Background: an optimization exercise with open tools, aiming at small area, a short achievable clock period and few clock cycles per item. Do not read the settings as production practice.
In this exercise RTL edits were held to simulation tests only and were not proved equivalent to the original.
Power figures rest on the tool's default switching activity, not on a simulated workload.

job 7266:
Design sorted_list_insert_remove, start of the top module:
module sorted_list_insert_remove #(
   parameter int CAPACITY    = 32,
   parameter int VALUE_WIDTH = 32
) (
   input  wire                                clock,
   input  wire                                reset,
   input  wire                                req_valid,
   output logic                               req_ready,
   input  wire  [sli_pkg::FUNC_W-1:0]         req_func,
   input  wire  signed [sli_pkg::ITEM_W-1:0]  req_item_value,
   output logic                               rsp_valid,
   input  wire                                rsp_ready,
   output logic [sli_pkg::STATUS_W-1:0]       rsp_status,
   output logic [sli_pkg::POS_W-1:0]          rsp_position,
   output logic [sli_pkg::CNT_W-1:0]          rsp_comparisons,
   output logic [sli_pkg::CNT_W-1:0]          rsp_moves,
   output logic [sli_pkg::CNT_W-1:0]          rsp_entry_count,
   output logic                               rsp_is_empty,
   output logic                               rsp_is_full
);
For scale: roughly 5,400 cells after synthesis, ~67 I/O pins.
Settings: LEC_CHECK=0, CAP_MARGIN=20, CORE_MARGIN=2, CORE_UTILIZATION=40, SETUP_SLACK_MARGIN=3.2, SLEW_MARGIN=20; clock period 5.5 ns.
standard.sh (not shown) runs the stock make flow with config.mk's settings and CLKGATE_MAP_FILE= SYNTH_SCRIPT=/design/flow/synth_recipe.tcl, a recipe that flattens the netlist after the stock synthesis.
==> flow/flow/run.sh <==
#!/bin/bash
# Own layout flow: the standard layout (standard.sh, with its synthesis unchanged) with two
# resizer settings changed:
#  - the ports are buffered with buf_4 instead of the buffer buffer_ports picks by itself
#  - timing repair may swap a cell for one with a different footprint (MATCH_CELL_FOOTPRINT=0)
# make's full output goes to flow_make.log; ORFS keeps each step's log under orfs/logs/.
set -euo pipefail
bash standard.sh finish MATCH_CELL_FOOTPRINT=0 \
   "BUFFER_PORTS_ARGS=-buffer_cell sky130_fd_sc_hd__buf_4" > flow_make.log 2>&1
Testbench counts of job 7266, summed over its fixed seeds: cycles 12,048, items 12,000.
> inputs changed (job 7266 -> job 2461)
# job 7266
export LEC_CHECK = 0
export CAP_MARGIN = 20
export CORE_MARGIN = 2
export CORE_UTILIZATION = 40
export SETUP_SLACK_MARGIN = 3.2
export SLEW_MARGIN = 20
create_clock -name core_clock -period 5.5 [get_ports {clock}]
# job 2461
export LEC_CHECK = 0
export CAP_MARGIN = 20
export CORE_MARGIN = 2
export CORE_UTILIZATION = 40
export CTS_CLUSTER_DIAMETER = 150
export CTS_CLUSTER_SIZE = 25
export SETUP_SLACK_MARGIN = 2.8
export SLEW_MARGIN = 20
create_clock -name core_clock -period 5.5 [get_ports {clock}]
Results
Compared with job 7266, job 2461 shows a hold slack that is 0.016 ns higher. Lower total power goes to job 2461 over job 7266. Job 7266 and job 2461 ended up with nearly the same number of placed instances, taps included. Higher total length of routed met2 wires was reported by job 7266, not job 2461. Looking at portion of total power attributed to the clock network, job 2461 sits below job 7266. Wire length in job 2461 vs job 7266: down 4.8 mm. The count of input and output buffers of job 7266 and that of job 2461 are within noise of each other. Taking job 7266 as the reference, in job 2461 via total after detailed routing lower; area growth from synthesis to final layout lower; inverter count of the layout excluding clock inverters roughly the same.
Input-level comparison between job 9104 and job 2461:
# job 2461
export LEC_CHECK = 0
export CAP_MARGIN = 20
export CORE_MARGIN = 2
export CORE_UTILIZATION = 40
export CTS_CLUSTER_DIAMETER = 150
export CTS_CLUSTER_SIZE = 25
export SETUP_SLACK_MARGIN = 2.8
export SLEW_MARGIN = 20
create_clock -name core_clock -period 5.5 [get_ports {clock}]
# job 9104
export LEC_CHECK = 0
export CAP_MARGIN = 20
export CORE_MARGIN = 2
export CORE_UTILIZATION = 55
export CTS_CLUSTER_DIAMETER = 150
export CTS_CLUSTER_SIZE = 30
export SETUP_SLACK_MARGIN = 2.8
export SLEW_MARGIN = 20
create_clock -name core_clock -period 5.5 [get_ports {clock}]
Notes after the runs:
- In job 9104, the sequential share of layout area came out 1.3 points above the value in job 2461.
- Across both runs, number of antenna violations at the first check in global routing was lower for job 9104 than for job 2461.
- Cells: job 9104 has fewer instances than job 2461
- As of job 9104, maximum clock frequency had risen slightly compared to job 2461.

========
## zinc
Another version of the RTL of sorted_list_insert_remove (not shown whole).
For scale: ~5300 cells after synthesis, ~1400 flip-flops, roughly 67 I/O pins, about 73000 µm² of cells after synthesis.
Settings: LEC_CHECK=0, CAP_MARGIN=20, CORE_MARGIN=2, CORE_UTILIZATION=40, SETUP_SLACK_MARGIN=2.7, SLEW_MARGIN=20; clock period 5.5 ns.
run.sh (not shown) runs the stock make flow with config.mk's settings and CLKGATE_MAP_FILE= SYNTH_SCRIPT=/design/flow/synth_recipe.tcl, a recipe that flattens the netlist after the stock synthesis.
Stock flow here: none of the scripts above is used.
Testbench counts of zinc, summed over its fixed seeds: cycles 12,048, items 12,000.
Input changes introduced in violet (baseline for comparison: zinc):
Settings: putting CTS_CLUSTER_SIZE at 30 where nothing was set; swapping 40 for 60 in CORE_UTILIZATION; putting CTS_BUF_LIST at sky130_fd_sc_hd__clkbuf_8 where nothing was set.
The achievable frequency in violet sits 6.4% below the value recorded for zinc. Relative to zinc, the die area measured on violet has decreased by more than a quarter. zinc has higher final-layout clock-cell area share than violet. ~same storage element area in zinc and violet. Taking zinc as the reference, in violet hold slack now sits lower, total track usage now sits higher, final worst slack now sits lower, data arrival at the endpoint of the critical path now sits higher.
Modified inputs, pepper compared to violet
Settings: a change of CORE_UTILIZATION from 60 to 40; an added TNS_END_PERCENT of 20; a deleted CTS_BUF_LIST that had been sky130_fd_sc_hd__clkbuf_8; a change of SETUP_SLACK_MARGIN from 2.7 to 3.0; a deleted CTS_CLUSTER_SIZE that had been 30.
==> comparison <==
pepper finished every stage and its layout cleared the timing, design-rule and antenna checks. In the tables for violet and pepper, total global-route track usage reads higher with violet. Compared to violet, pepper was floorplanned on a bigger die. Taking violet as the reference, in pepper sum of net half-perimeters after detailed placement +2600 µm; design area +6.2%; number of logic inverters in the finished layout +1; area of the core +61000 µm².
Modified inputs, harbor compared to pepper
Settings: SETUP_SLACK_MARGIN now 2.5, was 3.0; TNS_END_PERCENT no longer set, was 20; CORE_UTILIZATION now 60, was 40.
[summary]
Having completed the whole flow, harbor delivered a layout that passed the timing, design-rule and antenna checks. When harbor is set beside pepper, its path depth of the worst reg2reg path turns out to be 1 smaller. harbor against pepper: part of the cycle the worst path needs up 2.4 points, sequential portion of the cell area grew by 3.8 points, switching share of power shows a reduction of 0.46 points, number of clock buffer instances in the layout has increased, fraction of power consumed by combinational cells lost 1.1 points.

afterwards: timing with drivers on the ports:
How much do the figures lean on ideal ports? The routed layouts below were timed once more, with nothing changed but the port constraints. Step 1: set_driving_cell puts a clkbuf_16 on clock and a buf_2 on each other input, an assumption about the parent block. Step 2 moves the port delays by t, midway between the first and last clock arrival at a register: inputs arrive t later, outputs are due t later. That takes back most of the time a late clock gives input paths. Slacks: ideal ports / drivers / drivers and shift; pairs: ideal ports / drivers.
run | shift t [ns] | setup slack, ns | worst setup path at the end | latest minus earliest clock arrival (ns)
job 7266 | 0.859 | 2.756 / 2.756 / 2.620 | input to register | 0.033 / 0.033
job 2461 | 0.789 | 2.651 / 2.651 / 2.361 | input to register | 0.038 / 0.038
job 9104 | 0.801 | 2.679 / 2.679 / 2.437 | input to register | 0.034 / 0.034
zinc | 0.875 | 2.717 / 2.682 / 1.992 | input to register | 0.031 / 0.030
violet | 1.031 | 2.528 / 2.528 / 1.965 | input to register | 0.033 / 0.033
pepper | 0.876 | 2.668 / 2.668 / 1.999 | input to register | 0.028 / 0.028
harbor | 0.857 | 2.537 / 2.537 / 2.112 | input to register | 0.025 / 0.024
After both steps setup and hold are still met in every run listed. The setup slack of zinc, which loses most, moves by -0.035 ns with the drivers and by -0.725 ns with both steps.
